Source: an optimization exercise on an open RTL-to-GDS flow (aim: small area). Production flows keep margins and buffers that such runs may drop.
Where RTL was checked, it was by simulation tests only, not by an equivalence proof against the original.
The RTL of runs 4 and 5 was laid out without a check of its function.
No activity file was given, so power comes from the tool's default toggle rates.

**flow/flow/run.sh**
```bash
#!/bin/bash
# Standard ORFS layout (standard.sh) with buf_1 port buffers and a smaller
# clock tree without dummy loads. Each tool's output goes to its own log here.
export BUFFER_PORTS_ARGS="-buffer_cell sky130_fd_sc_hd__buf_1"
export CTS_ARGS="-sink_clustering_enable -repair_clock_nets -dont_use_dummy_load -buf_list sky130_fd_sc_hd__clkbuf_8 -sink_clustering_size 16 -sink_clustering_max_diameter 60"
bash standard.sh > standard.log 2>&1
```
**flow/standard.sh**
```bash
#!/bin/bash
# synth_recipe.tcl (not shown) runs the flow's synth.tcl, then flattens the netlist and writes it again
# the make line also repeats each setting of config.mk as NAME=value (left out here)
make -C /OpenROAD-flow-scripts/flow DESIGN_CONFIG=/design/flow/config.mk WORK_HOME=/design/flow/orfs CLKGATE_MAP_FILE= SYNTH_SCRIPT=/design/flow/synth_recipe.tcl "${@:-finish}"
```
**flow/config.mk**
```make
export PLATFORM = sky130hd
export DESIGN_NAME = rms_power_monitor_overload_trip_unit
export DESIGN_NICKNAME = rms_power_monitor_overload_trip_unit
export VERILOG_FILES = /design/flow/design.v
export SDC_FILE = /design/flow/constraint.sdc
export NUM_CORES = 4
export LEC_CHECK = 0
export CAP_MARGIN = 20
export CORE_MARGIN = 2
export CORE_UTILIZATION = 40
export SLEW_MARGIN = 20
```
**flow/constraint.sdc**
```tcl
create_clock -name core_clock -period 10.0 [get_ports {clk}]
set_input_delay 2.0000 -clock core_clock [delete_from_list [all_inputs] [get_ports {clk}]]
set_output_delay 2.0000 -clock core_clock [all_outputs]
set_load 0.01 [all_outputs]
```
**flow/design.v**
```verilog
`timescale 1ns / 1ps
package rpm_pkg;
    localparam int SAMPLE_BITS = 12;
    localparam int MAX_WINDOW  = 1024;
    localparam int WIN_BITS    = 11;
    localparam int SUM_BITS    = 33;
    localparam int SQ_BITS     = 2 * SAMPLE_BITS;
    localparam int ROOT_BITS   = 17;
    localparam int GAIN_BITS   = 24;
    localparam int PROD_BITS   = ROOT_BITS + GAIN_BITS;
    localparam int CUR_BITS    = 16;
    localparam int VOLT_BITS   = 9;
    localparam int PWR_BITS    = 25;
    localparam int CFG_BITS    = 25;
    localparam int IDX_BITS    = 3;
    localparam logic [IDX_BITS-1:0] CFG_MIDPOINT = 3'd0;
    localparam logic [IDX_BITS-1:0] CFG_WINDOW   = 3'd1;
    localparam logic [IDX_BITS-1:0] CFG_GAIN     = 3'd2;
    localparam logic [IDX_BITS-1:0] CFG_FLOOR    = 3'd3;
    localparam logic [IDX_BITS-1:0] CFG_VOLTS    = 3'd4;
    localparam logic [IDX_BITS-1:0] CFG_LIMIT    = 3'd5;
    typedef enum logic [1:0] {
        KIND_SAMPLE  = 2'd0,
        KIND_BUTTON  = 2'd1,
        KIND_COMMAND = 2'd2,
        KIND_NONE    = 2'd3
    } kind_t;
    typedef struct packed {
        kind_t                kind;
        logic [SQ_BITS-1:0]   square;
        logic                 command_on;
    } entry_t;
    typedef struct packed {
        logic [SAMPLE_BITS-1:0] sample_midpoint;
        logic [WIN_BITS-1:0]    window_samples;
        logic [GAIN_BITS-1:0]   current_gain_q16;
        logic [CUR_BITS-1:0]    noise_floor_ma;
        logic [VOLT_BITS-1:0]   mains_volts;
        logic [PWR_BITS-1:0]    power_limit_mw;
    } cfg_t;
    typedef struct packed {
        logic                relay_on;
        logic                measure_valid;
        logic [CUR_BITS-1:0] current_ma;
        logic [PWR_BITS-1:0] power_mw;
        logic                overload_trip;
    } result_t;
    typedef struct packed {
        logic full;
        logic empty;
    } queue_status_t;
endpackage
`timescale 1ns / 1ps
module rms_power_monitor_overload_trip_unit (
    input  logic        clk,
    input  logic        rst_n,
    input  logic        cfg_we,
    input  logic [2:0]  cfg_index,
    input  logic [24:0] cfg_wdata,
    input  logic        s_tvalid,
    output logic        s_tready,
    input  logic [15:0] s_tdata,
    input  logic [1:0]  s_tuser,
    output logic        m_tvalid,
    input  logic        m_tready,
    output logic [47:0] m_tdata,
    output logic        m_tuser
);
    localparam logic [3:0] ST_RCLR = 4'd0;
    localparam logic [3:0] ST_IDLE = 4'd1;
    localparam logic [3:0] ST_P0   = 4'd2;
    localparam logic [3:0] ST_MUL  = 4'd3;
    localparam logic [3:0] ST_DIV  = 4'd4;
    localparam logic [3:0] ST_MULG = 4'd5;
    localparam logic [3:0] ST_FIX  = 4'd6;
    localparam logic [3:0] ST_POW  = 4'd7;
    localparam logic [3:0] ST_FIN  = 4'd8;
    logic [11:0] mid;
    logic [10:0] wsm;
    logic [23:0] gain;
    logic [15:0] flr;
    logic [8:0]  volts;
    logic [24:0] lim;
    logic [24:0] wd0, wd1;
    assign wd0 = cfg_wdata & {25{rst_n}};
    assign wd1 = cfg_wdata | {25{~rst_n}};
    always_ff @(posedge clk)
    begin
        if (!rst_n || (cfg_we && cfg_index == 3'd0))
            mid   <= {wd0[11], wd1[10:0]};
        if (!rst_n || (cfg_we && cfg_index == 3'd1))
            wsm   <= {wd0[10:7], wd1[6:5], wd0[4:3], wd1[2], wd0[1:0]};
        if (!rst_n || (cfg_we && cfg_index == 3'd2))
            gain  <= (cfg_wdata[23:0] & {24{rst_n}}) | (24'd570950 & {24{~rst_n}});
        if (!rst_n || (cfg_we && cfg_index == 3'd3))
            flr   <= (cfg_wdata[15:0] & {16{rst_n}}) | (16'd50 & {16{~rst_n}});
        if (!rst_n || (cfg_we && cfg_index == 3'd4))
            volts <= (cfg_wdata[8:0] & {9{rst_n}}) | (9'd230 & {9{~rst_n}});
        if (!rst_n || (cfg_we && cfg_index == 3'd5))
            lim   <= (cfg_wdata[24:0] & {25{rst_n}}) | (25'd2500000 & {25{~rst_n}});
    end
    logic [3:0]  state;
    logic [5:0]  ph;
    logic [5:0]  st;
    logic        relay;
    logic        mtv;
    logic        trip_r;
    logic        mv_r;
    logic [43:0] lp;
    logic [40:0] oc;
    logic dl, cy, bw, a1, a2, cls, cmp, wbd, ssat;
    logic hi, lo, pend, rd1, rd2, zd1;
    logic dsub, ssub;
    logic        lp0;
    logic        c43;
    logic [4:0]  kk;
    logic        win;
    logic        sbit, mbit, sw, aop, bop, dv, bout;
    logic        hit, addend;
    logic        wb;
    logic        w_zero, w_big;
    logic        ic_e, incb, ic_n, bc_e, bc_n, inc10, fbor;
    logic        gb, vb, cb;
    logic        fa_a, fa_b, fa_c, fa_s, fa_co;
    logic        sq_act, dv_act;
    logic        xd, xs, zs, ys, px;
    logic        lin;
    logic        d_first, d_last;
    logic        fb, lb, lt_n, gt_n;
    assign lp0 = lp[0];
    logic [5:0] st_inc;
    assign st_inc = st + 6'd1;
    logic p_lt16, p_lt17, p_lt18, p_lt19, p_lt24, p_lt25, p_le32, p_le33, p_le40, p_16_31;
    assign p_lt16  = ~ph[5] & ~ph[4];
    assign p_lt17  = p_lt16 | (ph == 6'd16);
    assign p_lt18  = p_lt16 | (ph[5:1] == 5'b01000);
    assign p_lt19  = p_lt18 | (ph == 6'd18);
    assign p_lt24  = ~ph[5] & ~(ph[4] & ph[3]);
    assign p_lt25  = p_lt24 | (ph == 6'd24);
    assign p_le32  = ~ph[5] | (ph == 6'd32);
    assign p_le33  = ~ph[5] | (ph[5:1] == 5'b10000);
    assign p_le40  = ~(ph[5] & ph[3] & (ph[2] | ph[1] | ph[0]));
    assign p_16_31 = ~ph[5] & ph[4];
    assign c43 = (ph == 6'd43);
    assign kk   = ph[4:0] - {1'b0, st[3:0]};
    assign win  = !ph[5] && !kk[4];
    always_comb
    begin
        sbit = 1'b0;
        mbit = 1'b0;
        if (win) case (kk[3:0])
            4'd0:  begin sbit = s_tdata[0];  mbit = mid[0];  end
            4'd1:  begin sbit = s_tdata[1];  mbit = mid[1];  end
            4'd2:  begin sbit = s_tdata[2];  mbit = mid[2];  end
            4'd3:  begin sbit = s_tdata[3];  mbit = mid[3];  end
            4'd4:  begin sbit = s_tdata[4];  mbit = mid[4];  end
            4'd5:  begin sbit = s_tdata[5];  mbit = mid[5];  end
            4'd6:  begin sbit = s_tdata[6];  mbit = mid[6];  end
            4'd7:  begin sbit = s_tdata[7];  mbit = mid[7];  end
            4'd8:  begin sbit = s_tdata[8];  mbit = mid[8];  end
            4'd9:  begin sbit = s_tdata[9];  mbit = mid[9];  end
            4'd10: begin sbit = s_tdata[10]; mbit = mid[10]; end
            4'd11: begin sbit = s_tdata[11]; mbit = mid[11]; end
            default: ;
        endcase
    end
    assign sw   = (state == ST_MUL) && hi;
    assign aop  = sw ? mbit : sbit;
    assign bop  = sw ? sbit : mbit;
    assign dv   = aop ^ bop ^ bw;
    assign bout = (~aop & bop) | (~(aop ^ bop) & bw);
    assign hit  = win && (kk[3:0] == st[3:0]);
    assign addend = hit ? dv : (a2 & dl);
    assign w_zero = (wsm == 11'd0);
    assign w_big  = wsm[10] && (wsm[9:0] != 10'd0);
    always_comb
    begin
        case (ph)
            6'd33: wb = w_zero | (wsm[0] & ~w_big);
            6'd34: wb = wsm[1] & ~w_big;
            6'd35: wb = wsm[2] & ~w_big;
            6'd36: wb = wsm[3] & ~w_big;
            6'd37: wb = wsm[4] & ~w_big;
            6'd38: wb = wsm[5] & ~w_big;
            6'd39: wb = wsm[6] & ~w_big;
            6'd40: wb = wsm[7] & ~w_big;
            6'd41: wb = wsm[8] & ~w_big;
            6'd42: wb = wsm[9] & ~w_big;
            6'd43: wb = wsm[10];
            default: wb = 1'b0;
        endcase
    end
    assign ic_e  = (ph == 6'd34) ? 1'b1 : bw;
    assign incb  = lp0 ^ ic_e;
    assign ic_n  = lp0 & ic_e;
    assign bc_e  = (ph == 6'd34) ? 1'b0 : cmp;
    assign bc_n  = (~incb & wbd) | (~(incb ^ wbd) & bc_e);
    assign inc10 = ic_n;
    assign fbor  = (~inc10 & wb) | (~(inc10 ^ wb) & bc_n);
    assign gb = p_lt24 ? gain[ph[4:0]] : 1'b0;
    always_comb
    begin
        case (st[3:0])
            4'd0:    vb = volts[8];
            4'd1:    vb = volts[7];
            4'd2:    vb = volts[6];
            4'd3:    vb = volts[5];
            4'd4:    vb = volts[4];
            4'd5:    vb = volts[3];
            4'd6:    vb = volts[2];
            4'd7:    vb = volts[1];
            default: vb = volts[0];
        endcase
    end
    assign cb = p_lt16 ? oc[0] : 1'b0;
    assign d_first = (st == 6'd0);
    assign d_last  = (st == 6'd32);
    assign dsub    = lo | d_first;
    assign ssub    = pend | (st == 6'd1);
    assign dv_act  = (state == ST_DIV) && (st != 6'd33) && !p_le32;
    assign sq_act  = (state == ST_DIV) && (st[0] || st == 6'd33) && p_lt19;
    assign xd = p_le33 ? ((d_first & ssat) | dl) : (d_first ? 1'b0 : dl);
    assign xs = (ph == 6'd0) ? lo : ((ph == 6'd1) ? hi : rd2);
    assign zs = (ph == 6'd2) ? pend : (p_lt18 ? zd1 : 1'b0);
    assign ys = (ph == 6'd0) ? ~ssub : ((ph == 6'd1) ? 1'b1 : (zs ^ ssub));
    assign px = (d_first || ph == 6'd0) ? 1'b0 : zd1;
    always_comb
    begin
        fa_a = 1'b0;
        fa_b = 1'b0;
        fa_c = cy;
        case (state)
            ST_MUL:
            begin
                fa_a = lp0;
                fa_b = addend;
                if (ph == 6'd0) fa_c = 1'b0;
            end
            ST_DIV:
            begin
                if (!p_le32)
                begin
                    fa_a = xd;
                    fa_b = wb ^ dsub;
                    if (ph == 6'd33) fa_c = dsub;
                end
                else
                begin
                    fa_a = xs;
                    fa_b = ys;
                    if (ph == 6'd0) fa_c = ssub;
                end
            end
            ST_MULG:
            begin
                fa_a = dl;
                fa_b = hi & gb;
                if (ph == 6'd0) fa_c = 1'b0;
            end
            ST_POW:
            begin
                fa_a = px;
                fa_b = vb & cb;
                if (ph == 6'd0) fa_c = 1'b0;
            end
            default: ;
        endcase
        fa_s  = fa_a ^ fa_b ^ fa_c;
        fa_co = (fa_a & fa_b) | (fa_c & (fa_a ^ fa_b));
    end
    always_comb
    begin
        lin = lp0;
        case (state)
            ST_RCLR: lin = 1'b0;
            ST_MUL:
            begin
                if (p_le33)       lin = fa_s;
                else if (st == 6'd0)   lin = cls ? 1'b0 : incb;
            end
            ST_DIV:
            begin
                if (st != 6'd33)
                begin
                    if (ph == 6'd0)        lin = 1'b0;
                    else if (p_le32)  lin = xd;
                    else                   lin = d_last ? 1'b0 : fa_s;
                end
            end
            ST_MULG: lin = (st == 6'd17) ? 1'b0 : fa_s;
            default: ;
        endcase
    end
    assign fb = flr[ph[3:0]];
    assign lb = p_lt25 ? lim[ph[4:0]] : 1'b0;
    assign lt_n = (~fa_s & fb) | (~(fa_s ^ fb) & cmp & (ph != 6'd16));
    assign gt_n = (~lb & fa_s) | (~(lb ^ fa_s) & cmp & (ph != 6'd0));
    always_ff @(posedge clk or negedge rst_n)
    begin
        if (!rst_n)
        begin
            state  <= ST_RCLR;
            ph     <= 6'd0;
            st     <= 6'd0;
            relay  <= 1'b0;
            mtv    <= 1'b0;
        end
        else
        begin
            ph <= c43 ? 6'd0 : ph + 6'd1;
            if (mtv && m_tready) mtv <= 1'b0;
            case (state)
                ST_RCLR:
                    if (c43) state <= ST_IDLE;
                ST_IDLE:
                    if (c43 && s_tvalid && !mtv)
                    begin
                        state <= ST_P0;
                        st    <= 6'd0;
                    end
                ST_P0:
                    if (c43) state <= (s_tuser == 2'd0) ? ST_MUL : ST_FIN;
                ST_MUL:
                    if (c43)
                    begin
                        st <= st_inc;
                        if (st == 6'd11)
                        begin
                            st    <= 6'd0;
                            state <= cls ? ST_DIV : ST_FIN;
                        end
                    end
                ST_DIV:
                    if (c43)
                    begin
                        st <= st_inc;
                        if (st == 6'd33)
                        begin
                            st    <= 6'd0;
                            state <= ST_MULG;
                        end
                    end
                ST_MULG:
                    if (c43)
                    begin
                        st <= st_inc;
                        if (st == 6'd17)
                        begin
                            st    <= 6'd0;
                            state <= ST_FIX;
                        end
                    end
                ST_FIX:
                    if (c43) state <= ST_POW;
                ST_POW:
                    if (c43)
                    begin
                        st <= st_inc;
                        if (st == 6'd8)
                        begin
                            st    <= 6'd0;
                            state <= ST_FIN;
                        end
                    end
                ST_FIN:
                begin
                    state <= ST_IDLE;
                    mtv   <= 1'b1;
                    case (s_tuser)
                        2'd0:    if (cls) relay <= relay & ~cmp;
                        2'd1:    relay <= ~relay;
                        2'd2:    relay <= s_tdata[12];
                        default: ;
                    endcase
                end
                default: state <= ST_IDLE;
            endcase
        end
    end
    always_ff @(posedge clk)
    begin
        lp  <= {lin, lp[43:1]};
        dl  <= (state == ST_MUL) ? dv : lp0;
        wbd <= wb;
        cy  <= fa_co;
        bw  <= c43 ? 1'b0 : (p_le32 ? bout : ic_n);
        a1  <= hit & dv;
        a2  <= c43 ? 1'b0 : (a2 | a1);
        rd1 <= oc[18];
        rd2 <= rd1;
        zd1 <= (state == ST_POW) ? oc[16] : oc[0];
        if (state == ST_P0)
            cmp <= bc_n;
        else if (state == ST_MULG && st == 6'd17 && p_16_31)
            cmp <= lt_n;
        else if (state == ST_POW && st == 6'd8 && p_lt25)
            cmp <= gt_n;
        if (state == ST_P0 && ph == 6'd11) hi <= bout;
        if (state == ST_P0 && c43)         cls <= ~fbor;
        if (state == ST_MUL && ph == 6'd33) ssat <= fa_s;
        if (state == ST_MUL)
        begin
            lo   <= 1'b0;
            pend <= 1'b0;
        end
        if (dv_act && c43)
        begin
            lo   <= ~fa_s;
            hi   <= lo;
        end
        if (sq_act && ph == 6'd18)
            pend <= ~fa_s;
        if (c43 && (state == ST_MULG || (state == ST_DIV && st == 6'd33)))
            hi <= (state == ST_MULG && st == 6'd16) ? pend : oc[0];
        if (state == ST_MULG && st == 6'd17)
        begin
            if (ph == 6'd32)      ssat <= fa_s;
            else if (!p_le32)     ssat <= ssat | fa_s;
            if (c43)              lo   <= ssat | cmp;
        end
        case (state)
            ST_P0:
                if (p_le40) oc <= {1'b0, oc[40:1]};
            ST_DIV:
                if (sq_act)
                begin
                    if (p_lt18) oc[17:0]  <= {zs, oc[17:1]};
                    oc[36:18] <= {fa_s, oc[36:19]};
                end
            ST_MULG:
                if (st == 6'd17)
                begin
                    if (p_16_31) oc[15:0] <= {fa_s, oc[15:1]};
                end
                else if (p_lt17)
                begin
                    oc[17:0] <= {oc[0], oc[17:1]};
                end
            ST_FIX:
                if (p_lt16 && lo) oc[15:0] <= {ssat, oc[15:1]};
            ST_POW:
            begin
                if (p_lt16) oc[15:0] <= {oc[0], oc[15:1]};
                if (p_lt25) oc[40:16] <= {fa_s, oc[40:17]};
            end
            default: ;
        endcase
        if (state == ST_FIN)
        begin
            trip_r <= (s_tuser == 2'd0) && cls && relay && cmp;
            mv_r   <= (s_tuser == 2'd0) && cls;
        end
    end
    assign s_tready = (state == ST_FIN);
    assign m_tvalid = mtv;
    assign m_tdata  = {5'd0, trip_r, oc[40:16], oc[15:0], relay};
    assign m_tuser  = mv_r;
endmodule
```
==> results.toml, run 1 <==
[run_status]
status = "finished clean"

[timing]
slew_headroom_pct = 42.2
fin_skew_ns = 0.0361
hold_viol_final = 0
fin_crit_sh_pct = 61.0
period_needed_ns = 6.10
tns_ns = 0
max_freq_mhz = 164
worst_pin_slew_ns = 0.858
slew_violations = 0
rsz0062_at_grt = "false"
setup_viol = 0

[clocking]
root_buffer = "clkbuf_8"
path_clk_slew_ns = 0.09
clock_latency_ns = 0.51
htree_levels = 1
cts_tree = "done"
clkSinkCount = 217
clock_path_buffers = 3
cts_inserted_buffers = 19
post_cts_buffers = 0
holdBufCountCts = 0
post_cts_resize_count = 0

[logic_synthesis]
synth_compound_area_share_pct = 9.40
async_flop_share_pct = 8.29
synth_edf_count = 144
synth_top_family_by_area = "simple AND/OR/NAND/NOR gates"
syn_avg_cell_area_um2 = 12.8
ys_warn_count = 1
synth-main-ff-cell = "edfxtp_1"
ys_ff_latch = 217
synth_xor_area_share_pct = 0.732
syn-cell-area_um2 = 9570
ys_types = 72
yosysSeqAreaShare_pct = 61.4
yosys.area_share.simple_pct = 14.3
synthCells = 749
synth_mux_area_share_pct = 7.43
synthAdderAreaFrac_pct = 3.37

[placement]
place_congestion = 0.867
dp_hpwl_um = 14300
placed_cells = 1132
place.port_buffers = 93

[setup_path]
critPathMaxFanout = 22
cp_data_required_time_ns = 10.22
end_kind = "flip-flop"
r2r_end = "cmp"
r2r-start = "ph[0]"
worst_setup_path_start_kind = "flip-flop"
r2r_slack_ns = 3.90
arrival_ns = 6.32
critical_path_class = "reg -> reg"
r2r_cells = 20

[power]
ir_drop_v = 0.0000906
leakage_uw = 0.00381
power.density_nw_per_um2 = 142

[floorplanning]
rows = 56
die_x_um = 159
core_area_um2 = 23500
dieHeight_um = 159
io_pins = 102
start_util_pct = 40.8
die-area_um2 = 25200

[finish]
finish.utilization_pct = 44.8
nFillCells = 2148
final_common_cell = "edfxtp_1"
seqCellArea_um2 = 5880
drive_gt1_share_pct = 8.05
final_cell_mix = "edfxtp_1 (144), buf_1 (92), dfxtp_1 (55)"
syn_to_final_growth_pct = 9.81
fin_nets = 909
multi_input_area_um2 = 3430
antenna_cells = 0
stdcell_count = 1151

[route]
ant_nets = 0
wl_um = 20300
post_drt_wl_per_cell_um = 17.6
drc = 0
dr.pass1.iters = 5
num_vias = 6149
vias_per_cell = 5.34
drt_first_iter_violations = 566

[global_routing]
track_usage_pct = 16.5
grt_pass1_vias = 5855
grt_first_pass_wirelength_um = 32100
grt.overflow.total = 0
antenna_found_initial = 0
grt_start_max_net_pins = 68

[flow_run]
maxCapViolCount = 0

[min_path]
hold_depth = 0
hp-class = "reg -> reg"
whs_endpoint = "rd2"
hp-start = "rd1"
## routing by layer
metal / track usage [%] / share of wire [%]
met5: 0 / 0
met4: 4.46 / 2.3
met3: 2.75 / 5.9
met2: 25.6 / 45
met1: 24.1 / 47
## worst max path at each step
stage	from	endpoint	slack, ns	depth (start not counted)
floorplan	s_tdata[6]	cmp	4.54	16
global placement	ph[0]	cmp	3.70	20
detailed placement	ph[0]	cmp	3.63	20
CTS	ph[0]	cmp	3.58	20
global route	ph[0]	cmp	3.48	20
finish	ph[0]	cmp	3.90	20
## worst max-delay path, cell delays in order (launching register included)
cell       delay (ns)
dfrtp_1          0.37
buf_4            0.24
inv_1            0.17
ha_1             0.18
inv_1            0.05
fa_1             0.45
xnor2_2          0.54
mux4_2           0.59
nand3_1          0.10
o2111ai_1        0.18
o211ai_1         0.31
fa_1             0.48
nand2_1          0.09
mux2i_1          0.09
a211o_1          0.31
fa_1             0.69
inv_1            0.17
ha_1             0.31
a31oi_1          0.14
mux2i_1          0.09
mux2_2           0.26
## area by class of cell
cell class	count	share of cell area (%)
sequential	217	55.9
multi-input combinational	467	32.7
clock buffer	19	2.49
inverter	22	0.786
timing repair buffer	107	4.33
tap	319	3.80
## state kept, by name, summed over array words and instances (netlist names), 4 cells and up
| signal | flops |
|---|---|
| flr | 16 |
| gain | 24 |
| lim | 25 |
| lp | 44 |
| mid | 12 |
| oc | 41 |
| ph | 6 |
| st | 6 |
| state | 4 |
| volts | 9 |
| wsm | 11 |
## synth_stat cells, types with 22 or more instances
library cell / count / area, µm²
edfxtp_1: 144 / 4320
dfxtp_1: 55 / 1100
nand2_1: 46 / 173
nor2_1: 43 / 161
o21ai_0: 39 / 195
nand2b_1: 31 / 194
and2_1: 28 / 175
nand3_1: 26 / 130
clkbuf_1: 23 / 86.3
inv_1: 22 / 82.6
nor3_1: 22 / 110
## power breakdown
group / leakage (µW) / internal [µW] / switching [µW]
clock network: 0.000137 / 171 / 255
logic: 0.00155 / 27.5 / 33.6
registers: 0.00213 / 993 / 10.1
total: 0.00381 / 1190 / 298
## stage by stage
step	hold WS, ns	setup WS [ns]	power, µW	cell area, µm²
finish	0.317	3.90	1490	10500
global route	0.321	3.48	1550	10500
CTS	0.318	3.58	1510	10500
detailed placement	0.312	3.63	1090	10200
global placement	0.312	3.70	1080	10200
floorplan	0.310	4.54	1060	9580
## cell families (layout without fill, tap and decap cells)
kind of cell / Yosys count / count (layout)
other: 1 / 5
and+or+nand+nor: 254 / 254
muxes: 40 / 40
DFF: 217 / 217
xor gates and xnor gates: 8 / 8
buffers and inverters: 69 / 148
AOI/OAI and AO/OA: 136 / 136
adders and majority gates: 24 / 24
==> run 2, diff against run 1 <==
==> flow/flow/run.sh (replaced) <==
#!/bin/bash
# Standard ORFS layout (standard.sh) with buf_1 port buffers and a smaller
# clock tree without dummy loads. Each tool's output goes to its own log here.
export BUFFER_PORTS_ARGS="-buffer_cell sky130_fd_sc_hd__buf_1"
export CTS_ARGS="-sink_clustering_enable -repair_clock_nets -dont_use_dummy_load -buf_list sky130_fd_sc_hd__clkbuf_16 -sink_clustering_size 30 -sink_clustering_max_diameter 100"
bash standard.sh > standard.log 2>&1
==> run 2 against run 1 <==
Still clean. Setup slack worse by 0.017 ns. Non-clock buffer count unchanged. Flip-flop and latch count unchanged. Maximum frequency shrank 0.28%. Clock skew down 0.0047 ns. Register-to-register slack got worse by 0.02 ns. Power is 1.9% higher. Synthesized cell count unchanged. Combinational power barely moved. Synthesized area stayed put.
==> results.toml, run 2 <==
[logic_synthesis]
ys_types = 72
synthCells = 749
synth_area_leaders = "edfxtp_1 (45%), dfxtp_1 (12%), dfrtp_1 (4.7%), ha_1 (2.7%), mux4_1 (2.7%)"
yosysSeqAreaShare_pct = 61.4
synth-main-ff-cell = "edfxtp_1"
ys_ff_latch = 217
synth_most_common_cell = "edfxtp_1"
ys_warn_count = 1
async_flop_share_pct = 8.29
syn_avg_cell_area_um2 = 12.8
synth_edf_count = 144
netlist.area_leader.share_pct = 45.2
syn-cell-area_um2 = 9570
synth_top_family_by_area = "simple AND/OR/NAND/NOR gates"
synth_xor_area_share_pct = 0.732
synth_mux_area_share_pct = 7.43
synth_compound_area_share_pct = 9.40
yosys.area_share.simple_pct = 14.3
yosys.area.top_type = "edfxtp_1"
yosys-top-cells-count = "edfxtp_1 (144), dfxtp_1 (55), nand2_1 (46)"
synthAdderAreaFrac_pct = 3.37

[timing]
worst_pin_slew_ns = 0.848
hold-worst-slack_ns = 0.335
hold_viol_final = 0
fin_skew_ns = 0.0314
setup_viol = 0
max_freq_mhz = 163
tns_ns = 0
fin_crit_sh_pct = 61.2
period_needed_ns = 6.12
slew_headroom_pct = 43.0
slew_violations = 0
rsz0062_at_grt = "false"

[clocking]
root_buffer = "clkbuf_16"
holdBufCountCts = 0
post_cts_resize_count = 0
htree_levels = 1
post_cts_buffers = 0
clkSinkCount = 217
cts_inserted_buffers = 11
clock_latency_ns = 0.47
path_clk_slew_ns = 0.10
cts_tree = "done"
clock_path_buffers = 3

[finish]
top_register = "lp"
top_regs = "lp: 44 flops, oc: 41 flops, lim: 25 flops"
antenna_cells = 0
fin_nets = 901
final_common_cell = "edfxtp_1"
final_cell_mix = "edfxtp_1 (144), buf_1 (92), dfxtp_1 (55)"
syn_to_final_growth_pct = 9.95
largest_reg_flops = 44
drive_gt1_share_pct = 7.16

[floorplanning]
io_pins = 102
rows = 56
die_x_um = 159
start_util_pct = 40.8
core_area_um2 = 23500
dieHeight_um = 159
die-area_um2 = 25200

[placement]
place_congestion = 0.867
place.port_buffers = 93
dp_hpwl_um = 14300

[min_path]
hold_depth = 0
hp-start = "lp[42]"
whs_endpoint = "lp[41]"
hp-class = "reg -> reg"

[route]
drc = 0
drt_first_iter_violations = 485
ant_nets = 0
num_vias = 6165
post_drt_wl_per_cell_um = 17.8
vias_per_cell = 5.39
wl_um = 20300
dr.pass1.iters = 5

[power]
power.density_nw_per_um2 = 144
leakage_uw = 0.00381
ir_drop_v = 0.000105

[setup_path]
r2r_end = "cmp"
r2r_cells = 20
critPathMaxStageDelay_ns = 0.70
end_kind = "flip-flop"
cp_data_required_time_ns = 10.21
r2r-start = "ph[0]"
crit_chain = "buf_4, inv_1, ha_1, inv_1, fa_1, xnor2_2, mux4_2, nand3_1, o2111ai_1, o211ai_1, fa_1, nand2_1, mux2i_1, a211o_1, fa_1, inv_1, ha_1, a31oi_1, mux2i_1, mux2_2"
path_buf_inv = 4
crit_family = "adder cells"
worst_setup_path_start_kind = "flip-flop"
r2r_slack_ns = 3.88
critical_path_class = "reg -> reg"
cp_slowest_cell = "fa_1"
arrival_ns = 6.33
critPathMaxFanout = 22

[global_routing]
grt.overflow.total = 0
grt_start_max_net_pins = 68
grt_pass1_vias = 5804
grt_first_pass_wirelength_um = 32000
track_usage_pct = 16.4
antenna_found_initial = 0

[run_status]
status = "finished clean"

[flow_run]
maxCapViolCount = 0
==> run 2: cell count changes in the layout (fill, tap and decap cells not counted), sizes merged <==
cell	change
clkbuf	-8
==> run 2: logic make-up after synthesis <==
group | count (synthesis)
buf+inv | 69
simple gates | 254
xor+xnor | 8
fa+ha+maj | 24
mux | 40
flops | 217
compound gates | 136
other cells | 1
==> run 2: worst max path at each step <==
stage,start,endpoint,slack (ns),cells past startpoint
after floorplan,s_tdata[6],cmp,4.54,16
after detailed placement,ph[0],cmp,3.63,20
after CTS,ph[0],cmp,3.60,20
after global routing,ph[0],cmp,3.51,20
after global placement,ph[0],cmp,3.70,20
final,ph[0],cmp,3.88,20
==> run 2: metal layers <==
metal,part of all wire (%),global-route usage (%)
met1,47,24.2
met2,45,25.5
met3,6.0,2.45
met4,2.2,4.38
met5,0,0
==> run 2: cell type report <==
class | instances | area, µm²
fill | 2135 | 13000
sequential | 217 | 5880
multi-input combinational | 467 | 3430
timing repair buffer | 107 | 455
tap | 319 | 399
clock buffer | 11 | 275
inverter | 22 | 82.6
==> run 2: report_power, final <==
part           internal, µW  total [µW]  switching (µW)
Clock                   199         454             255
Sequential              993        1000            10.3
Combinational          27.5        61.3            33.8
Total                  1220        1520             299
==> run 2: per-stage QoR <==
stage	power [µW]	cell area, µm²	instances	util (%)	setup WS, ns
floorplan	1060	9580	753	-	4.54
global placement	1080	10200	1132	43.6	3.70
detailed placement	1090	10200	1132	43.6	3.63
CTS	1530	10500	1143	44.7	3.60
global route	1570	10500	1143	44.8	3.51
finish	1520	10500	1143	44.8	3.88
==> run 2: worst reg2reg max path: stages (launching register included) <==
cell,delay (ns)
dfrtp_1,0.37
buf_4,0.24
inv_1,0.19
ha_1,0.18
inv_1,0.05
fa_1,0.45
xnor2_2,0.54
mux4_2,0.59
nand3_1,0.10
o2111ai_1,0.18
o211ai_1,0.32
fa_1,0.48
nand2_1,0.09
mux2i_1,0.09
a211o_1,0.31
fa_1,0.70
inv_1,0.18
ha_1,0.31
a31oi_1,0.14
mux2i_1,0.09
mux2_2,0.26
==> run 3, diff against run 2 <==
==> flow/flow/run.sh (replaced) <==
#!/bin/bash
# Layout flow: the standard ORFS flow (standard.sh), with three changes
# to how the layout is made:
#  - synthesis: the same Yosys script, but ABC maps the logic with an area
#    script (flow/area.abc, no delay target) and no adder extraction pass;
#    registers are untouched (same names, count and cell types);
#  - port buffers are buf_1 cells;
#  - clock tree without dummy loads, with fewer, larger leaf buffers.
# Every tool writes its log under orfs/logs/ here; make's output goes to
# flow.log.
set -euo pipefail
here=$PWD
export AREA_ABC_SCRIPT=$here/flow/area.abc
export BUFFER_PORTS_ARGS="-buffer_cell sky130_fd_sc_hd__buf_1"
export CTS_ARGS="-sink_clustering_enable -repair_clock_nets -dont_use_dummy_load -buf_list sky130_fd_sc_hd__clkbuf_8 -sink_clustering_size 16 -sink_clustering_max_diameter 60"
sed -e "s#SYNTH_SCRIPT=[^ ]*#SYNTH_SCRIPT=$here/flow/synth_area.tcl ADDER_MAP_FILE=#" standard.sh > flow_standard.sh
grep -q "synth_area.tcl ADDER_MAP_FILE=" flow_standard.sh
bash flow_standard.sh > flow.log 2>&1
==> flow/flow/area.abc (new file) <==
&get -n
&st
&syn2
&dch
&nf -R 1000
&st
&syn2
&dch
&nf
&put
==> flow/flow/synth_area.tcl (new file) <==
proc synth {args} { yosys synth -nofsm -noshare {*}$args }
# Same synthesis as synth_recipe.tcl, except that ABC maps the combinational
# logic with the area-oriented script in $::env(AREA_ABC_SCRIPT) and no delay target.
proc abc {args} {
  set out {}
  set i 0
  while { $i < [llength $args] } {
    set a [lindex $args $i]
    if { $a eq "-script" } {
      incr i
      lappend out -script $::env(AREA_ABC_SCRIPT)
    } elseif { $a eq "-D" } {
      incr i
    } else {
      lappend out $a
    }
    incr i
  }
  yosys abc {*}$out
}
source $::env(SCRIPTS_DIR)/synth.tcl
# left out here: clear keep_hierarchy, flatten, clean up, hide names made inside functions, write 1_2_yosys.v
==> run 3 against run 2 <==
Clock power is 8.6% lower. Die area is 8.9% lower. Global-route usage is 1.1 points higher. Critical path depth is 7 lower. Count of clock-buffer cells in the layout is 6 higher. Final cell count is 4.3% lower. Register-to-register slack better by 1.2 ns. Cell area is 7.6% lower. Critical endpoint is now oc[15]. Largest cell class unchanged.
==> results.toml, run 3 <==
[setup_path]
r2r_slack_ns = 5.06
worst_setup_path_start_kind = "flip-flop"
arrival_ns = 5.16
r2r-start = "st[0]"
cp-startpoint = "st[0]"
end_kind = "flip-flop"
critical_path_class = "reg -> reg"
cp_data_required_time_ns = 10.22
critPathMaxFanout = 16
r2r_end = "oc[15]"
r2r_cells = 13
crit_end = "oc[15]"

[clocking]
clock_path_buffers = 3
post_cts_buffers = 0
path_clk_slew_ns = 0.09
root_buffer = "clkbuf_8"
post_cts_resize_count = 0
clock_latency_ns = 0.51
cts_inserted_buffers = 17
holdBufCountCts = 0
htree_levels = 1
clkSinkCount = 217
cts_tree = "done"

[global_routing]
grt_first_pass_wirelength_um = 31200
track_usage_pct = 17.6
grt.overflow.total = 0
antenna_found_initial = 0
grt_start_max_net_pins = 68
grt_pass1_vias = 5652

[timing]
hold_viol_final = 0
slew_violations = 0
max_freq_mhz = 203
rsz0062_at_grt = "false"
fin_crit_sh_pct = 49.4
setup_viol = 0
worst_pin_slew_ns = 0.968
period_needed_ns = 4.94
tns_ns = 0
fin_skew_ns = 0.0173
slew_headroom_pct = 34.6

[logic_synthesis]
syn_avg_cell_area_um2 = 12.4
synth_area_leaders = "edfxtp_1 (50%), dfxtp_1 (13%), dfrtp_1 (5.2%), nor2_1 (2.8%), o21ai_0 (2.4%)"
synthCells = 699
syn-cell-area_um2 = 8690
synth_most_common_cell = "edfxtp_1"
yosys-top-cells-count = "edfxtp_1 (144), nor2_1 (66), dfxtp_1 (55)"
synth_edf_count = 144
ys_ff_latch = 217
async_flop_share_pct = 8.29
ys_types = 55
netlist.area_leader.share_pct = 49.7
synth-main-ff-cell = "edfxtp_1"
yosysSeqAreaShare_pct = 67.6
ys_warn_count = 1
yosys.area.top_type = "edfxtp_1"

[route]
ant_nets = 0
wl_um = 20000
vias_per_cell = 5.44
num_vias = 5948
dr.pass1.iters = 7
drc = 0
drt_first_iter_violations = 462
post_drt_wl_per_cell_um = 18.3

[finish]
largest_reg_flops = 44
fin_nets = 872
nFillCells = 1973
final_cell_mix = "edfxtp_1 (144), buf_1 (92), nor2_1 (66)"
postLayoutCellArea_um2 = 9720
seqCellArea_um2 = 5880
syn_to_final_growth_pct = 11.8
top_regs = "lp: 44 flops, oc: 41 flops, lim: 25 flops"
final_common_cell = "edfxtp_1"
top_register = "lp"
drive_gt1_share_pct = 4.52
multi_input_area_um2 = 2780
antenna_cells = 0

[power]
comb_power_share_pct = 14.0
p_seq_share_pct = 62.8
ir_drop_v = 0.0000966
clkPwrFrac_pct = 23.2
p_sw_uw = 479
leakage_uw = 0.00335
p_sw_share_pct = 26.8
power.density_nw_per_um2 = 184
power.internal_uw = 1310

[floorplanning]
io_pins = 102
dieHeight_um = 151
die-area_um2 = 22900
start_util_pct = 41.1
die_x_um = 151
rows = 53
core_area_um2 = 21200

[min_path]
hp-class = "reg -> reg"

[placement]
place_congestion = 0.922
place.port_buffers = 93
dp_hpwl_um = 13900
place_area_um2 = 9470

[flow_run]
maxCapViolCount = 0

[run_status]
status = "finished clean"
## run 3: cell types whose count changed in the layout (fill, tap and decap cells not counted), sizes merged, moves of 7 or more
cell,previous run,this run
a21oi,21,39
o22ai,3,22
a211oi,9,1
nor3b,9,2
mux4,21,1
nor2,43,66
inv,22,0
clkinv,0,9
mux2,8,0
ha,21,0
## run 3: area by class of cell
class,instances,share of cell area (%)
clock buffer,17,2.41
inverter,9,0.348
multi-input combinational,470,28.6
sequential,217,60.5
tap,275,3.54
timing repair buffer,106,4.61
## run 3: worst max-delay path, stage by stage, from the launching register on
cell       delay, ns
dfrtp_1         0.78
nand2b_1        0.20
maj3_1          0.44
o21ai_0         0.54
xnor3_1         0.34
a2111oi_0       0.29
a311oi_1        0.13
nor3_1          0.33
o21ba_1         0.21
xnor2_1         0.15
o21a_1          0.22
o211ai_1        0.35
xor2_1          0.46
o211ai_1        0.21
## run 3: logic make-up (layout without fill, tap and decap cells)
logic type / after synthesis / count (layout) / share of synthesized area, %
simple gates: 266 / 266 / 15.4
flops: 217 / 217 / 67.6
compound gates: 169 / 169 / 12.4
xor+xnor: 19 / 19 / 2.23
buf+inv: 16 / 132 / 0.993
mux: 9 / 9 / 1.18
fa+ha+maj: 2 / 2 / 0.230
other cells: 1 / 5 / 0.0431
## run 3: worst min-delay path by stage
stage                     startpoint  endpoint  slack [ns]  cells past startpoint
after floorplan                lp[1]     lp[0]        0.31                      0
after global routing           lp[2]     lp[1]        0.33                      0
after global placement        lp[13]    lp[12]        0.31                      0
final                         lp[12]    lp[11]        0.32                      0
after CTS                     lp[38]    lp[37]        0.32                      0
after detailed placement      lp[11]    lp[10]        0.31                      0
## run 3: power by group through the flow
stage	clock network [µW]	logic, µW	registers [µW]
floorplan	0	140	1150
global placement	0	245	1140
detailed placement	0	250	1140
CTS	435	250	1120
global route	465	279	1130
finish	415	249	1120
## run 3: per-layer routing
layer	routed length (µm)	up-vias	global-route usage [%]
met1	9340	2850	24.6
met4	578	0	5.05
met3	1060	44	2.53
met5	0	-	0
li1	-	2864	-
met2	9070	190	28.5
## run 3: per-stage QoR
stage	hold WS, ns	util [%]	setup WS [ns]	instances	total power, µW
floorplan	0.310	-	5.56	703	1290
global placement	0.311	44.8	5.02	1077	1390
detailed placement	0.312	44.8	4.97	1077	1390
CTS	0.324	45.9	5.09	1094	1810
global route	0.329	45.9	4.67	1094	1880
finish	0.325	45.9	5.06	1094	1790
==> run 4, diff against run 3 <==
--- a/flow/design.v
+++ b/flow/design.v
@@ -107,3 +107,2 @@
     logic        trip_r;
-    logic        mv_r;
     logic [43:0] lp;
@@ -214,3 +213,3 @@
     end
-    assign cb = p_lt16 ? oc[0] : 1'b0;
+    assign cb = p_lt16 & ((d_first & lo) ? ssat : oc[0]);
     assign d_first = (st == 6'd0);
@@ -349,7 +348,5 @@
                             st    <= 6'd0;
-                            state <= ST_FIX;
+                            state <= ST_POW;
                         end
                     end
-                ST_FIX:
-                    if (c43) state <= ST_POW;
                 ST_POW:
@@ -369,3 +366,3 @@
                     case (s_tuser)
-                        2'd0:    if (cls) relay <= relay & ~cmp;
+                        2'd0:    relay <= relay & ~(cls & cmp);
                         2'd1:    relay <= ~relay;
@@ -398,3 +395,3 @@
         if (state == ST_P0 && ph == 6'd11) hi <= bout;
-        if (state == ST_P0 && c43)         cls <= ~fbor;
+        if (state == ST_P0 && c43)         cls <= ~fbor & (s_tuser == 2'd0);
         if (state == ST_MUL && ph == 6'd33) ssat <= fa_s;
@@ -438,7 +435,5 @@
                 end
-            ST_FIX:
-                if (p_lt16 && lo) oc[15:0] <= {ssat, oc[15:1]};
             ST_POW:
             begin
-                if (p_lt16) oc[15:0] <= {oc[0], oc[15:1]};
+                if (p_lt16) oc[15:0] <= {cb, oc[15:1]};
                 if (p_lt25) oc[40:16] <= {fa_s, oc[40:17]};
@@ -449,4 +444,3 @@
         begin
-            trip_r <= (s_tuser == 2'd0) && cls && relay && cmp;
-            mv_r   <= (s_tuser == 2'd0) && cls;
+            trip_r <= cls && relay && cmp;
         end
@@ -456,3 +450,3 @@
     assign m_tdata  = {5'd0, trip_r, oc[40:16], oc[15:0], relay};
-    assign m_tuser  = mv_r;
+    assign m_tuser  = cls;
 endmodule
--- a/flow/flow/run.sh
+++ b/flow/flow/run.sh
@@ -3,5 +3,6 @@
 # to how the layout is made:
-#  - synthesis: the same Yosys script, but ABC maps the logic with an area
-#    script (flow/area.abc, no delay target) and no adder extraction pass;
-#    registers are untouched (same names, count and cell types);
+#  - synthesis: the same Yosys script, but with no adder extraction pass, and
+#    ABC maps the logic with each of the area scripts flow/area*.abc (no
+#    delay target), keeping the smallest result; flip-flops are mapped before
+#    ABC, so they are the standard synthesis's (same names, count and types);
 #  - port buffers are buf_1 cells;
@@ -12,3 +13,3 @@
 here=$PWD
-export AREA_ABC_SCRIPT=$here/flow/area.abc
+export AREA_ABC_SCRIPTS="$(ls $here/flow/area*.abc | tr '\n' ' ')"
 export BUFFER_PORTS_ARGS="-buffer_cell sky130_fd_sc_hd__buf_1"
==> flow/flow/area1.abc (new file) <==
&get -n
&st
&dch
&nf
&put
==> flow/flow/area2.abc (new file) <==
&get -n
&st
&syn2
&dch
&nf -R 1000
&st
&syn2
&dch
&nf
&put
==> flow/flow/area3.abc (new file) <==
&get -n
&st
&syn2
&dch
&nf -R 1000
&st
&syn2
&dch
&nf
&st
&dch
&nf
&put
==> flow/flow/area4.abc (new file) <==
strash
dch
map -a
strash
dch
map -a
topo
==> flow/flow/area5.abc (new file) <==
&get -n
&st
&syn2
&dch -f
&nf -R 1000 -p
&st
&syn2
&dch -f
&nf -p
&st
&dch -f
&nf -p
&put
==> flow/flow/area7.abc (new file) <==
&get -n
&st
&dc2
&syn3
&dch -f
&nf
&st
&dc2
&dch -f
&nf
&put
==> flow/flow/area9.abc (new file) <==
&get -n
&st
&synch2
&nf -R 1000
&st
&synch2
&nf -R 1000
&st
&synch2
&nf
&put
==> flow/flow/synth_area.tcl (replaced) <==
proc synth {args} { yosys synth -nofsm -noshare {*}$args }
# Same synthesis as synth_recipe.tcl, except the ABC step: the logic is mapped
# with each ABC script listed in $::env(AREA_ABC_SCRIPTS) (no delay target) and
# the mapping with the smallest cell area is kept. Flip-flops are mapped before
# ABC runs, so they are the same as the standard synthesis's.
proc abc_area_of {} {
  set f $::env(RESULTS_DIR)/abc_try_stat.txt
  set libs {}
  foreach l $::env(LIB_FILES) { lappend libs -liberty $l }
  yosys tee -q -o $f stat {*}$libs
  set fh [open $f r]
  set txt [read $fh]
  close $fh
  if { [regexp {Chip area for module[^:]*:\s*([0-9.eE+]+)} $txt -> a] } { return $a }
  return 1e30
}
proc abc {args} {
  set out {}
  set i 0
  while { $i < [llength $args] } {
    set a [lindex $args $i]
    if { $a eq "-script" } {
      incr i
    } elseif { $a eq "-D" } {
      incr i
    } else {
      lappend out $a
    }
    incr i
  }
  yosys design -save abc_pre
  set best ""
  set best_area 1e30
  foreach s $::env(AREA_ABC_SCRIPTS) {
    yosys design -load abc_pre
    yosys abc -script $s {*}$out
    yosys opt_clean
    set a [abc_area_of]
    puts "ABC script $s: area $a"
    if { $a < $best_area } {
      set best_area $a
      set best $s
    }
  }
  puts "ABC script kept: $best (area $best_area)"
  yosys design -load abc_pre
  yosys abc -script $best {*}$out
}
source $::env(SCRIPTS_DIR)/synth.tcl
# left out here: clear keep_hierarchy, flatten, clean up, hide names made inside functions, write 1_2_yosys.v
--- a/flow/config.mk
+++ b/flow/config.mk
@@ -7,5 +7,5 @@
 export LEC_CHECK = 0
-export CAP_MARGIN = 20
+export CAP_MARGIN = 10
 export CORE_MARGIN = 2
-export CORE_UTILIZATION = 40
-export SLEW_MARGIN = 20
+export CORE_UTILIZATION = 65
+export SLEW_MARGIN = 10
removed: flow/flow/area.abc
==> run 4 against run 3 <==
Still clean. Synthesized area decreased by 0.63%. Core utilization grew 27 points. Clock power is essentially flat. Register-to-register slack improved by 0.04 ns. Flip-flop and latch count down 1. Critical path depth is 1 higher. Final cell count decreased by 9.7%. Synthesized cell count decreased by 1.1%. Setup slack better by 0.038 ns. Hold slack better by 0.0030 ns. Die area down 38%. Largest power group unchanged.
==> results.toml, run 4 <==
[setup_path]
crit_end = "pend"
critical_path_class = "reg -> reg"
cp.depth = 14
crit_family = "XOR/XNOR gates"
r2r_cells = 14
crit_chain = "nor2b_1, a21oi_1, maj3_1, xnor3_1, a21boi_0, o221ai_1, a211oi_1, nor2_1, xnor2_1, mux2i_1, a211o_1, xnor2_1, clkinv_1, nor3_1"
critPathMaxStageDelay_ns = 0.76
worst_setup_path_start_kind = "flip-flop"
r2r_slack_ns = 5.10
cp_data_required_time_ns = 10.32
crit_top_cell = "xnor2_1"
critPathMaxFanout = 12
cp-startpoint = "st[0]"
path_buf_inv = 1
end_kind = "flip-flop"
cp_slowest_cell = "xnor2_1"
r2r-start = "st[0]"
arrival_ns = 5.21
r2r_end = "pend"

[finish]
seqCellArea_um2 = 5850
postLayoutCellArea_um2 = 9540
drive_gt1_share_pct = 4.43
syn_to_final_growth_pct = 10.4
multi_input_area_um2 = 2740
final_common_cell = "edfxtp_1"
top_regs = "lp: 44 flops, oc: 41 flops, lim: 25 flops"
nFillCells = 908
final_cell_mix = "edfxtp_1 (143), buf_1 (92), dfxtp_1 (55)"
largest_reg_flops = 44
top_register = "lp"
antenna_cells = 0
fin_nets = 865

[global_routing]
grt_pass1_vias = 5864
track_usage_pct = 28.3
grt.overflow.total = 0
grt_first_pass_wirelength_um = 31300
antenna_found_initial = 0
grt_start_max_net_pins = 68

[route]
vias_per_cell = 6.33
drt_first_iter_violations = 855
wl_um = 20300
drc = 0
post_drt_wl_per_cell_um = 20.6
ant_nets = 0
num_vias = 6258
dr.pass1.iters = 7

[floorplanning]
dieHeight_um = 119
die-area_um2 = 14200
start_util_pct = 66.0
core_area_um2 = 13100
die_x_um = 119
io_pins = 102
rows = 42

[timing]
hold_viol_final = 0
worst_pin_slew_ns = 0.977
fin_crit_sh_pct = 49.0
slew_headroom_pct = 34.4
rsz0062_at_grt = "false"
period_needed_ns = 4.90
max_freq_mhz = 204
setup_viol = 0
fin_skew_ns = 0.0569
slew_violations = 0
layout_setup_ws_ns = 5.10
tns_ns = 0

[run_status]
status = "finished clean"

[power]
power.density_nw_per_um2 = 167
ir_drop_v = 0.000143
leakage_uw = 0.00325

[clocking]
cts_tree = "done"
clock_latency_ns = 0.52
post_cts_resize_count = 0
root_buffer = "clkbuf_8"
htree_levels = 1
cts_inserted_buffers = 18
path_clk_slew_ns = 0.09
clock_path_buffers = 3
post_cts_buffers = 0
holdBufCountCts = 0
clkSinkCount = 216

[logic_synthesis]
netlist.area_leader.share_pct = 49.7
yosysSeqAreaShare_pct = 67.7
async_flop_share_pct = 8.33
ys_types = 56
syn_avg_cell_area_um2 = 12.5
synth_area_leaders = "edfxtp_1 (50%), dfxtp_1 (13%), dfrtp_1 (5.2%), o21ai_0 (2.5%), nand2b_1 (2.5%)"
synth_most_common_cell = "edfxtp_1"
yosys.area.top_type = "edfxtp_1"
synth-main-ff-cell = "edfxtp_1"
ys_ff_latch = 216
synth_edf_count = 143
syn-cell-area_um2 = 8640
synthCells = 691
ys_warn_count = 1
yosys-top-cells-count = "edfxtp_1 (143), dfxtp_1 (55), nor2_1 (53)"

[placement]
dp_hpwl_um = 14300
place.port_buffers = 93
place_area_um2 = 9280
place_congestion = 0.906
place_ws_ns = 4.97

[flow_run]
maxCapViolCount = 0

[min_path]
hp-class = "reg -> reg"
hold_depth = 0
==> run 4: cell count changes after synthesis, moves of 4 or more <==
| cell | delta |
|---|---|
| a211oi_1 | +8 |
| nand2_1 | -7 |
| nor2_1 | -13 |
| nor2b_1 | +4 |
| o21a_1 | +4 |
| o22ai_1 | +7 |
| xor2_1 | -4 |
==> run 4: report_power, final <==
| group | switching, µW | internal, µW | total [µW] |
|---|---|---|---|
| Sequential | 32.6 | 1020 | 1060 |
| Clock | 254 | 162 | 416 |
| Combinational | 82.1 | 43.0 | 125 |
| Total | 368 | 1230 | 1600 |
==> run 4: how the worst min path moves through the flow <==
stage | slack [ns] | start | to
4_1_cts | 0.33 | lp[9] | lp[8]
5_1_grt | 0.34 | lp[9] | lp[8]
6_report | 0.33 | lp[9] | lp[8]
3_5_place_dp | 0.31 | lp[29] | lp[28]
2_1_floorplan | 0.31 | lp[1] | lp[0]
3_3_place_gp | 0.31 | lp[10] | lp[9]
==> run 4: logic make-up (layout without fill, tap and decap cells) <==
logic type,after synthesis,count (layout),share of synthesized area [%]
AO/OA/AOI/OAI,196,196,14.6
XOR/XNOR,14,14,1.58
adder cells (fa/ha/maj),1,1,0.116
buffers and inverters,17,134,1.04
flip-flops,216,216,67.7
multiplexers,8,8,0.970
other,1,5,0.0434
AND/OR/NAND/NOR,238,238,14.0
==> run 4: final cells by class <==
type	count	area share, %
clock buffers	18	2.60
inverters	10	0.393
multi-input cells	462	28.8
flip-flops and latches	216	61.3
well taps	176	2.31
repair buffers	106	4.67
==> run 4: through the flow <==
stage               cells  hold slack (ns)  utilization (%)  power [µW]
CTS                   987            0.330             72.8        1610
global placement      969            0.310             70.9        1190
floorplan             695            0.310                -        1140
detailed placement    969            0.312             70.9        1200
finish                988            0.328             72.9        1600
global route          988            0.338             72.9        1650
==> run 4: metal layers <==
metal / global-route usage (%) / routed length (µm)
met5: 0 / 0
met4: 11.3 / 855
met3: 4.45 / 1430
met2: 48.3 / 10100
met1: 36.7 / 7980
==> run 5, diff against run 4 <==
--- a/flow/config.mk
+++ b/flow/config.mk
@@ -7,5 +7,5 @@
 export LEC_CHECK = 0
-export CAP_MARGIN = 10
+export CAP_MARGIN = 20
 export CORE_MARGIN = 2
-export CORE_UTILIZATION = 65
-export SLEW_MARGIN = 10
+export CORE_UTILIZATION = 40
+export SLEW_MARGIN = 20
==> run 5 against run 4 <==
Core utilization shrank 27 points. Highest routed layer unchanged. Still clean. Combinational power is essentially flat. Sequential power is essentially flat. Sequential share of layout area shrank 0.89 points. Final cell count grew 10%. Synthesized area is the same. Non-clock buffer count grew 3. Clock skew is essentially flat. Critical path depth is the same. Cell area grew 1.5%. Maximum frequency shrank 3.0%. Flip-flop and latch count is the same.
==> results.toml, run 5 <==
[placement]
place_area_um2 = 9430
place.port_buffers = 93
placed_cells = 1072
place_congestion = 0.943
dp_hpwl_um = 13900

[power]
comb_power_share_pct = 7.8
power.internal_uw = 1230
leakage_uw = 0.00326
ir_drop_v = 0.0000943
p_sw_uw = 373
p_sw_share_pct = 23.3
clkPwrFrac_pct = 26.5
power.density_nw_per_um2 = 166
p_seq_share_pct = 65.8

[logic_synthesis]
yosys.area.top_type = "edfxtp_1"
async_flop_share_pct = 8.33
ys_warn_count = 1
synth-main-ff-cell = "edfxtp_1"
synth_area_leaders = "edfxtp_1 (50%), dfxtp_1 (13%), dfrtp_1 (5.2%), o21ai_0 (2.5%), nand2b_1 (2.5%)"
ys_ff_latch = 216
synthCells = 691
ys_types = 56
synth_edf_count = 143
syn_avg_cell_area_um2 = 12.5
synth_most_common_cell = "edfxtp_1"
netlist.area_leader.share_pct = 49.7
syn-cell-area_um2 = 8640
yosys-top-cells-count = "edfxtp_1 (143), dfxtp_1 (55), nor2_1 (53)"
yosysSeqAreaShare_pct = 67.7

[global_routing]
track_usage_pct = 17.4
grt_pass1_vias = 5575
grt.overflow.total = 0
antenna_found_initial = 0
grt_start_max_net_pins = 68
grt_first_pass_wirelength_um = 30700

[setup_path]
worst_setup_path_start_kind = "flip-flop"
end_kind = "flip-flop"
cp_data_required_time_ns = 10.31
critPathMaxFanout = 12
r2r_slack_ns = 4.95
critical_path_class = "reg -> reg"
arrival_ns = 5.37

[floorplanning]
io_pins = 102
core_area_um2 = 21100
die-area_um2 = 22800
start_util_pct = 41.0
rows = 53
dieHeight_um = 151
die_x_um = 151

[route]
num_vias = 6006
ant_nets = 0
post_drt_wl_per_cell_um = 18.3
drc = 0
wl_um = 20000
drt_first_iter_violations = 493
dr.pass1.iters = 5
vias_per_cell = 5.51

[timing]
hold-worst-slack_ns = 0.272
rsz0062_at_grt = "false"
worst_pin_slew_ns = 1.00
max_freq_mhz = 198
slew_headroom_pct = 32.6
fin_crit_sh_pct = 50.5
setup_viol = 0
slew_violations = 0
fin_skew_ns = 0.0574
hold_viol_final = 0
period_needed_ns = 5.05
tns_ns = 0

[finish]
final_common_cell = "edfxtp_1"
finish.utilization_pct = 45.9
fin_nets = 868
postLayoutCellArea_um2 = 9680
final_cell_mix = "edfxtp_1 (143), buf_1 (92), dfxtp_1 (55)"
syn_to_final_growth_pct = 12.1
largest_reg_flops = 44
drive_gt1_share_pct = 4.79
top_register = "lp"
stdcell_count = 1090
antenna_cells = 0
top_regs = "lp: 44 flops, oc: 41 flops, lim: 25 flops"

[clocking]
cts_tree = "done"
clock_latency_ns = 0.53
clkSinkCount = 216
htree_levels = 1
root_buffer = "clkbuf_8"
path_clk_slew_ns = 0.11
cts_inserted_buffers = 18
post_cts_buffers = 0
post_cts_resize_count = 0
holdBufCountCts = 0
clock_path_buffers = 3

[run_status]
status = "finished clean"

[min_path]
hp-class = "reg -> reg"

[flow_run]
maxCapViolCount = 0
==> run 5: cell counts after synthesis <==
No cell type changed its count.
==> run 5: stage by stage <==
| step | total power (µW) | setup slack (ns) |
|---|---|---|
| after detailed placement | 1200 | 4.77 |
| after floorplan | 1140 | 5.62 |
| after global placement | 1200 | 4.82 |
| final | 1600 | 4.95 |
| after global routing | 1670 | 4.50 |
| after CTS | 1620 | 4.96 |
==> run 5: per-layer routing <==
layer / GRT usage, % / wire length (µm)
met3: 2.38 / 1150
met4: 5.84 / 606
met2: 28.3 / 9140
met1: 24.2 / 9080
met5: 0 / 0
==> run 5: worst paths after layout <==
kind                             start      to  cells past startpoint
worst max-delay path             st[0]     cmp                     14
worst min-delay path            lp[31]  lp[30]                      0
worst max register to register   st[0]     cmp                     14
worst min register to register  lp[31]  lp[30]                      0
max in group asynchronous        rst_n   ph[2]                      2
min in group asynchronous        rst_n   ph[0]                      2
==> run 5: cell families (layout without fill, tap and decap cells) <==
logic type / Yosys count / after routing / synth area share [%]
AOI/OAI and AO/OA: 196 / 196 / 14.6
DFF: 216 / 216 / 67.7
other: 1 / 5 / 0.0434
xor gates and xnor gates: 14 / 14 / 1.58
muxes: 8 / 8 / 0.970
adders and majority gates: 1 / 1 / 0.116
and+or+nand+nor: 238 / 238 / 14.0
buffers and inverters: 17 / 137 / 1.04
==> run 5: power groups by stage <==
stage                     registers (µW)  clock network [µW]  logic [µW]
after floorplan                     1080                   0        65.3
after global placement              1070                   0         124
after detailed placement            1080                   0         126
after CTS                           1060                 441         126
after global routing                1060                 471         140
final                               1060                 425         125
==> run 5: worst max-delay path, stage by stage (launching register included) <==
cell and delay [ns]:
dfrtp_1 0.60, nor2b_1 0.34, a21oi_1 0.19, maj3_1 0.45, xnor3_1 0.37, nor2b_1 0.17
o221ai_1 0.14, a211oi_1 0.50, nor2_1 0.15, xnor2_1 0.29, mux2i_1 0.12, a211o_1 0.35
xnor2_1 0.81, a21oi_1 0.15, a211oi_1 0.20
==> run 5: area by class of cell <==
type	instances	area, µm²
multi-input cells	462	2740
flip-flops and latches	216	5850
clock buffers	18	248
fillers	1975	11400
well taps	275	344
repair buffers	109	470
inverters	10	37.5
==> run 6, diff against run 5 <==
--- a/flow/design.v
+++ b/flow/design.v
@@ -106,3 +106,3 @@
     logic        mtv;
-    logic        trip_r;
+    logic        trip;
     logic [43:0] lp;
@@ -110,3 +110,3 @@
     logic dl, cy, bw, a1, a2, cls, cmp, wbd, ssat;
-    logic hi, lo, pend, rd1, rd2, zd1;
+    logic hi, lo, pend, zd1;
     logic dsub, ssub;
@@ -221,3 +221,3 @@
     assign xd = p_le33 ? ((d_first & ssat) | dl) : (d_first ? 1'b0 : dl);
-    assign xs = (ph == 6'd0) ? lo : ((ph == 6'd1) ? hi : rd2);
+    assign xs = (ph == 6'd0) ? lo : ((ph == 6'd1) ? hi : oc[18]);
     assign zs = (ph == 6'd2) ? pend : (p_lt18 ? zd1 : 1'b0);
@@ -317,2 +317,3 @@
                         state <= ST_P0;
+                        relay <= relay & ~(cls & cmp);
                         st    <= 6'd0;
@@ -366,3 +367,2 @@
                     case (s_tuser)
-                        2'd0:    relay <= relay & ~(cls & cmp);
                         2'd1:    relay <= ~relay;
@@ -385,4 +385,2 @@
         a2  <= c43 ? 1'b0 : (a2 | a1);
-        rd1 <= oc[18];
-        rd2 <= rd1;
         zd1 <= (state == ST_POW) ? oc[16] : oc[0];
@@ -424,3 +422,3 @@
                     if (p_lt18) oc[17:0]  <= {zs, oc[17:1]};
-                    oc[36:18] <= {fa_s, oc[36:19]};
+                    oc[38:18] <= {fa_s, oc[38:19]};
                 end
@@ -442,10 +440,7 @@
         endcase
-        if (state == ST_FIN)
-        begin
-            trip_r <= cls && relay && cmp;
-        end
     end
+    assign trip     = cls & cmp & relay;
     assign s_tready = (state == ST_FIN);
     assign m_tvalid = mtv;
-    assign m_tdata  = {5'd0, trip_r, oc[40:16], oc[15:0], relay};
+    assign m_tdata  = {5'd0, trip, oc[40:16], oc[15:0], relay & ~trip};
     assign m_tuser  = cls;
--- a/flow/flow/run.sh
+++ b/flow/flow/run.sh
@@ -15,3 +15,3 @@
 export BUFFER_PORTS_ARGS="-buffer_cell sky130_fd_sc_hd__buf_1"
-export CTS_ARGS="-sink_clustering_enable -repair_clock_nets -dont_use_dummy_load -buf_list sky130_fd_sc_hd__clkbuf_8 -sink_clustering_size 16 -sink_clustering_max_diameter 60"
+export CTS_ARGS="-sink_clustering_enable -repair_clock_nets -dont_use_dummy_load -buf_list sky130_fd_sc_hd__clkbuf_4 -sink_clustering_size 10 -sink_clustering_max_diameter 50"
 sed -e "s#SYNTH_SCRIPT=[^ ]*#SYNTH_SCRIPT=$here/flow/synth_area.tcl ADDER_MAP_FILE=#" standard.sh > flow_standard.sh
--- a/flow/config.mk
+++ b/flow/config.mk
@@ -7,5 +7,5 @@
 export LEC_CHECK = 0
-export CAP_MARGIN = 20
+export CAP_MARGIN = 0
 export CORE_MARGIN = 2
 export CORE_UTILIZATION = 40
-export SLEW_MARGIN = 20
+export SLEW_MARGIN = 0
==> run 6 against run 5 <==
Still clean on timing, DRC and antenna. Critical path depth stayed put. Count of clock-buffer cells in the layout is 8 higher. Combinational power is 53% lower. Core utilization is 0.50 points lower. Sequential power is 7% lower. Via count is 0.38% higher. Power is 11% lower. Sequential share of layout area is 0.069 points lower. Largest power group unchanged.
==> results.toml, run 6 <==
[timing]
fin_skew_ns = 0.0360
hold_viol_final = 0
period_needed_ns = 5.20
rsz0062_at_grt = "false"
worst_pin_slew_ns = 0.865
max_freq_mhz = 192
slew_headroom_pct = 41.9
setup_viol = 0
tns_ns = 0
fin_crit_sh_pct = 52.0
slew_violations = 0

[flow_run]
maxCapViolCount = 0

[floorplanning]
rows = 53
die_x_um = 151
core_area_um2 = 21100
io_pins = 102
dieHeight_um = 151
die-area_um2 = 22700
start_util_pct = 40.8

[clocking]
post_cts_buffers = 0
path_clk_slew_ns = 0.10
cts_tree = "done"
clkSinkCount = 213
htree_levels = 1
cts_inserted_buffers = 26
clock_path_buffers = 3
holdBufCountCts = 0
post_cts_resize_count = 0
clock_latency_ns = 0.65
root_buffer = "clkbuf_4"

[logic_synthesis]
async_flop_share_pct = 8.45
ys_warn_count = 1
synth-main-ff-cell = "edfxtp_1"
netlist.area_leader.share_pct = 49.5
synth_most_common_cell = "edfxtp_1"
synth_area_leaders = "edfxtp_1 (50%), dfxtp_1 (12%), dfrtp_1 (5.2%), nor2_1 (2.4%), o21ai_0 (2.4%)"
yosys-top-cells-count = "edfxtp_1 (142), nor2_1 (56), dfxtp_1 (53)"
ys_types = 60
syn-cell-area_um2 = 8610
yosysSeqAreaShare_pct = 67.1
synthCells = 692
yosys.area.top_type = "edfxtp_1"
ys_ff_latch = 213
syn_avg_cell_area_um2 = 12.4
synth_edf_count = 142

[placement]
place_congestion = 0.932
place.port_buffers = 93
dp_hpwl_um = 13800

[power]
leakage_uw = 0.00309
power.internal_uw = 1120
power.density_nw_per_um2 = 149
p_sw_uw = 307
p_seq_share_pct = 69.4
ir_drop_v = 0.0000917
comb_power_share_pct = 4.1
clkPwrFrac_pct = 26.5
p_sw_share_pct = 21.5

[finish]
largest_reg_flops = 44
top_register = "lp"
fin_nets = 874
final_cell_mix = "edfxtp_1 (142), buf_1 (92), nor2_1 (56)"
final_common_cell = "edfxtp_1"
syn_to_final_growth_pct = 11.2
finish.utilization_pct = 45.4
top_regs = "lp: 44 flops, oc: 41 flops, lim: 25 flops"
drive_gt1_share_pct = 5.36

[route]
vias_per_cell = 5.50
drt_first_iter_violations = 481
dr.pass1.iters = 5
ant_nets = 0
post_drt_wl_per_cell_um = 18.2
num_vias = 6029
wl_um = 20000
drc = 0

[global_routing]
track_usage_pct = 17.7
grt_pass1_vias = 5793
grt_first_pass_wirelength_um = 31200
grt_start_max_net_pins = 68
grt.overflow.total = 0
antenna_found_initial = 1

[setup_path]
path_buf_inv = 0
critPathMaxFanout = 14
critical_path_class = "reg -> reg"
crit_family = "XOR/XNOR gates"
r2r_slack_ns = 4.80
critPathMaxStageDelay_ns = 0.72
cp_data_required_time_ns = 10.37
arrival_ns = 5.57
crit_top_cell = "maj3_1"
cp_slowest_cell = "xor2_1"
crit_chain = "nand2b_1, maj3_1, maj3_1, xnor3_1, nor2_1, a211o_1, or3_1, mux2i_1, xnor2_1, mux2_1, o21ai_0, xor2_1, o211a_1, o31ai_1"
worst_setup_path_start_kind = "flip-flop"
end_kind = "flip-flop"

[run_status]
status = "finished clean"

[min_path]
hp-class = "reg -> reg"
run 6: cell types whose count changed after synthesis, sizes merged, moves of 5 or more:
cell and delta:
clkinv +6, nand2b -6, xnor2 -5, nand3 +11, a211oi -5, nor2b -5
o211ai +5, a21oi -7, nand2 +5, o22ai -5
run 6: kinds of logic (layout without fill, tap and decap cells):
logic type	Yosys count	in the layout	synth area share [%]
buf+inv	22	147	1.22
xor+xnor	14	14	1.74
fa+ha+maj	2	2	0.232
other cells	1	6	0.0436
flops	213	213	67.1
simple gates	255	255	15.0
mux	7	7	1.13
compound gates	178	178	13.6
run 6: metrics by stage:
stage               cell area (µm²)  worst slack (ns)  hold slack (ns)  total power, µW  std cells
global placement               9380              4.53            0.312             1070       1070
detailed placement             9380              4.50            0.312             1070       1070
floorplan                      8630              5.26            0.310             1040        696
CTS                            9570              4.76            0.297             1440       1096
global route                   9580              4.38            0.336             1490       1097
finish                         9580              4.80            0.329             1430       1097
run 6: routing by layer:
| metal | vias up | global-route usage [%] | part of all wire (%) |
|---|---|---|---|
| li1 | 2902 | - | - |
| met3 | 44 | 2.88 | 6.2 |
| met5 | - | 0 | 0 |
| met2 | 244 | 28.8 | 45 |
| met4 | 0 | 5.98 | 2.8 |
| met1 | 2839 | 24.3 | 46 |
run 6: power by group through the flow:
| stage | Sequential (µW) | Combinational (µW) | Clock (µW) |
|---|---|---|---|
| after global placement | 1010 | 59.2 | 0 |
| final | 990 | 59.1 | 378 |
| after global routing | 994 | 66.7 | 426 |
| after detailed placement | 1010 | 59.9 | 0 |
| after floorplan | 1010 | 34.9 | 0 |
| after CTS | 990 | 60.1 | 392 |
run 6: area by class of cell:
cell class | instances | area [µm²]
tap | 275 | 344
inverter | 16 | 60.1
antenna | 1 | 2.50
sequential | 213 | 5780
fill | 2008 | 11500
multi-input combinational | 461 | 2760
timing repair buffer | 105 | 440
clock buffer | 26 | 195
run 6: path summary, 6_finish.rpt:
path,startpoint,to,cells past startpoint
max,st[0],cmp,14
min,lp[20],lp[19],0
max reg2reg,st[0],cmp,14
min reg2reg,lp[20],lp[19],0
max in group asynchronous,rst_n,relay,2
min in group asynchronous,rst_n,ph[4],2

## port drivers added, routing unchanged
The results above use ideal ports. As a check the final layouts listed here were re-extracted and re-timed, cells and wires unchanged. Step 1 assumes that a clkbuf_16 drives the clock port and a buf_2 every other input. Step 2, shift: input delay + t, output delay - t, t = (earliest + latest rising clock arrival at the registers) / 2. This alone moves slack from input paths to output paths. Three values: ideal, step 1, step 2; two values: the first two.
run	shift t [ns]	setup slack, ns	worst hold slack (ns)
run 1	0.528	3.898 / 3.898 / 3.898	0.317 / 0.317 / 0.317
run 2	0.497	3.882 / 3.882 / 3.882	0.335 / 0.335 / 0.335
run 3	0.540	5.064 / 5.064 / 4.956	0.325 / 0.325 / 0.325
run 4	0.526	5.102 / 5.102 / 4.921	0.328 / 0.328 / 0.328
run 5	0.538	4.950 / 4.950 / 4.768	0.272 / 0.272 / 0.272
run 6	0.667	4.797 / 4.797 / 4.489	0.329 / 0.329 / 0.329
After both steps every run listed still meets setup and hold. The setup slack of run 6, which loses most, moves by 0.000 ns with the drivers and by -0.308 ns with both steps.
